Context: an optimization exercise on an open-source flow, tuned for small area and a short achievable clock period. The choices shown serve that exercise and are no tape-out recipe. In this exercise RTL edits were held to simulation tests only and were not proved equivalent to the original.

## garnet
Design iir_filter_gen, start of the top module:
module iir_filter_gen (
  input  logic               CLK,
  input  logic               RST_n,
  input  logic signed [10:0] DIN,
  input  logic               VIN,
  input  logic [32:0]        B,
  input  logic [21:0]        A,
  input  logic               COEF_LD,
  output logic signed [10:0] DOUT,
  output logic               VOUT,
  output logic               SAT
);
  logic [5:0]  b0_u, b0_v, b1_u, b1_v, b2_u, b2_v, a1_u, a1_v, a2_u, a2_v;
  logic [5:0]  b0_un, b0_vn, b1_un, b1_vn, b2_un, b2_vn, a1_un, a1_vn, a2_un, a2_vn;
  logic [10:0] x0_r, x1_r, y1_r;
  logic        v_r, cv_r;
  logic [4:0]  k_r, k_ld_s;
  logic [10:0] dout_r;
  logic        vout_r, sat_r;
  logic [23:0] f_r;
  logic [23:0] f_s, f_ld_s, acc_s;
  logic        sat_s;
  logic [10:0] y_s;
  iir_recode_b u_rb0 (.b(B[10:0]),  .u(b0_un), .v(b0_vn));
  iir_recode_b u_rb1 (.b(B[21:11]), .u(b1_un), .v(b1_vn));
  iir_recode_b u_rb2 (.b(B[32:22]), .u(b2_un), .v(b2_vn));
  iir_recode_a u_ra1 (.a(A[10:0]),  .u(a1_un), .v(a1_vn));
  iir_recode_a u_ra2 (.a(A[21:11]), .u(a2_un), .v(a2_vn));
  always_ff @(posedge CLK) begin
    if (COEF_LD) begin
      b0_u <= b0_un; b0_v <= b0_vn; b1_u <= b1_un; b1_v <= b1_vn;
  ...
Size in the first run: ~0.020 mm2 of cells after synthesis.
Settings: LEC_CHECK=0, CAP_MARGIN=20, CORE_MARGIN=2, CORE_UTILIZATION=40, CTS_BUF_LIST=sky130_fd_sc_hd__clkbuf_4 sky130_fd_sc_hd__clkbuf_8, SETUP_SLACK_MARGIN=3.5, SLEW_MARGIN=20, SYNTH_HIERARCHICAL=1, SYNTH_MINIMUM_KEEP_SIZE=0; clock period 10.0 ns.
standard.sh (not shown) runs the stock make flow with config.mk's settings and CLKGATE_MAP_FILE= SYNTH_SCRIPT=/design/flow/synth_recipe.tcl, a recipe that flattens the netlist after the stock synthesis.
==> flow/flow/run.sh <==
#!/bin/bash
# The standard layout (the standard.sh, unchanged), with one difference:
# the buffers placed on the input and output ports are the smallest buffer
# cell, sky130_fd_sc_hd__buf_1, rather than the one buffer_ports picks.
set -euo pipefail
cp standard.sh standard_sh.log
export BUFFER_PORTS_ARGS="-buffer_cell sky130_fd_sc_hd__buf_1"
bash standard.sh > standard.log 2>&1
Input-level comparison between ember and garnet:
Settings: a change of SETUP_SLACK_MARGIN from 3.5 to 3.75.
Notes after the runs:
- a1_v[0] as the timing startpoint of the critical path was reported by garnet, and x1_r[7] by ember.
- Via count of the first global-routing pass | ember above garnet
- For the fmax, ember came in about 1% higher than garnet did.
- The clock-buffer cell count number comes out higher for garnet vs ember.
- As far as combined area of all synthesized cells is concerned, garnet and ember perform about the same.
- Taking garnet as the reference point, the routing usage on met3 of ember rises by 0.35 points.
- Any difference in worst slew margin relative to its limit between ember and garnet is small enough to ignore.
- When ember is set beside garnet, its global-route wire length before repair turns out to be about 4% larger.
- Taking garnet as the reference, in ember share of cell area taken by multi-input logic gates went down; worst-case setup margin in the final layout rose by 0.063 ns.
- Cmp garnet and ember / initial antenna violation count / higher: ember
- A highest-delay cell along the critical path of sky130_fd_sc_hd__fa_1 is what garnet shows, while sky130_fd_sc_hd__dfxtp_1 belongs to ember.
Input-level comparison between quartz and ember:
Settings: changing SETUP_SLACK_MARGIN from 3.75 to 3.25.
Results
Every run in the comparison, ember and quartz, completed the flow with a clean layout. quartz ends up with higher clock-buffer cell count than ember does. Final HPWL from detailed placement improves in quartz relative to ember. Going from ember to quartz, transition time at the pin with the least slew margin saw an increase, setup slack on the worst flop-to-flop path saw a decrease.

========
== 04-25 ==
Starting RTL as in the previous note.
Settings: LEC_CHECK=0, CAP_MARGIN=20, CORE_MARGIN=2, CORE_UTILIZATION=40, CTS_BUF_LIST=sky130_fd_sc_hd__clkbuf_4 sky130_fd_sc_hd__clkbuf_8, PLACE_DENSITY=0.7, SETUP_SLACK_MARGIN=3.5, SLEW_MARGIN=20, SYNTH_HIERARCHICAL=1, SYNTH_MINIMUM_KEEP_SIZE=0; clock period 10.0 ns.
Scripts as last shown in full above: flow/flow/run.sh
Here is what was changed in the inputs of 07-17 compared with 04-25.
diff --git a/flow/config.mk b/flow/config.mk
--- a/flow/config.mk
+++ b/flow/config.mk
@@ -11,2 +10,0 @@
-export CTS_BUF_LIST = sky130_fd_sc_hd__clkbuf_4 sky130_fd_sc_hd__clkbuf_8
-export PLACE_DENSITY = 0.7
Findings:
- 04-25 → 07-17: critical path depth climbed 2; count of placed standard cells in the final layout, fillers left out was more or less identical; clock period minus worst slack decreased 0.017 ns; share of cell area taken by flip-flops and latches neither gained nor lost much.
- [compare] base=04-25 new=07-17: portion of the layout cell area used by clock cells up 0.76 points; utilization up 0.18 points; global-route wire length before repair down about 0.9%.
- Between 07-17 and 04-25, the difference in global router's overall resource usage is negligible.
- Compared with 04-25, in 07-17 design area grew by 0.40%; worst hold margin went down 0.015 ns.

========
Setup of run 1:
Another version of the RTL of iir_filter_gen (not shown whole).
Size in the first run: ~1,800 cells after synthesis, roughly 83 I/O pins, ~21,000 um2 of cells after synthesis.
==> flow/config.mk <==
export PLATFORM = sky130hd
export DESIGN_NAME = iir_filter_gen
export DESIGN_NICKNAME = iir_filter_gen
export VERILOG_FILES = /design/flow/design.v
export SDC_FILE = /design/flow/constraint.sdc
export NUM_CORES = 4
export LEC_CHECK = 0
export CAP_MARGIN = 20
export CORE_MARGIN = 2
export CORE_UTILIZATION = 40
export SETUP_SLACK_MARGIN = 3.5
export SLEW_MARGIN = 20
export SYNTH_HIERARCHICAL = 1
export SYNTH_MINIMUM_KEEP_SIZE = 0
==> flow/constraint.sdc <==
create_clock -name core_clock -period 10.0 [get_ports {CLK}]
set_input_delay 2.0000 -clock core_clock [delete_from_list [all_inputs] [get_ports {CLK}]]
set_output_delay 2.0000 -clock core_clock [all_outputs]
set_load 0.01 [all_outputs]
Scripts as last shown in full above: flow/flow/run.sh
The final layout from run 1, which completed every stage, passed the timing, DRC and antenna checks at the end of the flow.
For run 2, these inputs were changed with respect to run 1:
Settings: changing SETUP_SLACK_MARGIN from 3.5 to 4.
==> flow/run.sh (new file) <==
#!/bin/bash
# synth_recipe.tcl (not shown) runs the flow's synth.tcl, then flattens the netlist and writes it again
# the make line also repeats each setting of config.mk as NAME=value (left out here)
make -C /OpenROAD-flow-scripts/flow DESIGN_CONFIG=/design/flow/config.mk WORK_HOME=/design/flow/orfs CLKGATE_MAP_FILE= SYNTH_SCRIPT=/design/flow/synth_recipe.tcl finish
removed: flow/flow/run.sh
removed: flow/standard.sh
==> comparison <==
As far as number of instances in the synthesized netlist goes, run 1 and run 2 are indistinguishable; the numbers are identical. Utilization was lower in run 1 than in run 2. Between run 1 and run 2, the worst-case hold slack is higher for run 1. Compared with run 1, run 2 improves worst-case clock skew. Looking at cell count, run 2 sits 90 above run 1. Compared to run 1, run 2 has largest driver fanout on the critical path 15 lower. Taking run 1 as the reference, in run 2 placer congestion estimate picked up an extra 2.1%; post-route fraction of the period consumed by the critical path now sits lower.

[what the ideal ports hide]
The flow's constraints put no driver on any port. The routed layouts listed below were extracted and timed again, unchanged, in two steps.
Step 1 assumes that a clkbuf_16 drives the clock port and a buf_2 every other input.
Step 2, shift: input delay + t, output delay - t, t = (earliest + latest rising clock arrival at the registers) / 2. This alone moves slack from input paths to output paths.
Slacks: ideal / step 1 / step 2; pairs: ideal / step 1.
run | t, ns | setup WS [ns] | worst setup path after step 2 | latest minus earliest clock arrival (ns) | worst slew at a driven data input, ns
garnet | 0.589 | 3.617 / 3.617 / 3.275 | input to register | 0.027 / 0.027 | 0.04
ember | 0.619 | 3.680 / 3.680 / 3.314 | input to register | 0.025 / 0.025 | 0.04
quartz | 0.595 | 3.442 / 3.442 / 3.224 | input to register | 0.024 / 0.025 | 0.04
04-25 | 0.564 | 3.583 / 3.583 / 3.290 | input to register | 0.028 / 0.027 | 0.04
07-17 | 0.530 | 3.600 / 3.600 / 3.250 | input to register | 0.019 / 0.019 | 0.04
run 1 | 0.546 | 3.496 / 3.496 / 3.313 | input to register | 0.020 / 0.021 | 0.04
run 2 | 0.540 | 3.788 / 3.788 / 3.672 | input to register | 0.016 / 0.016 | 0.04
After both steps setup and hold are still met in every run listed. For ember, which loses most, drivers alone change the setup slack by 0.000 ns; drivers and shift together by -0.366 ns.
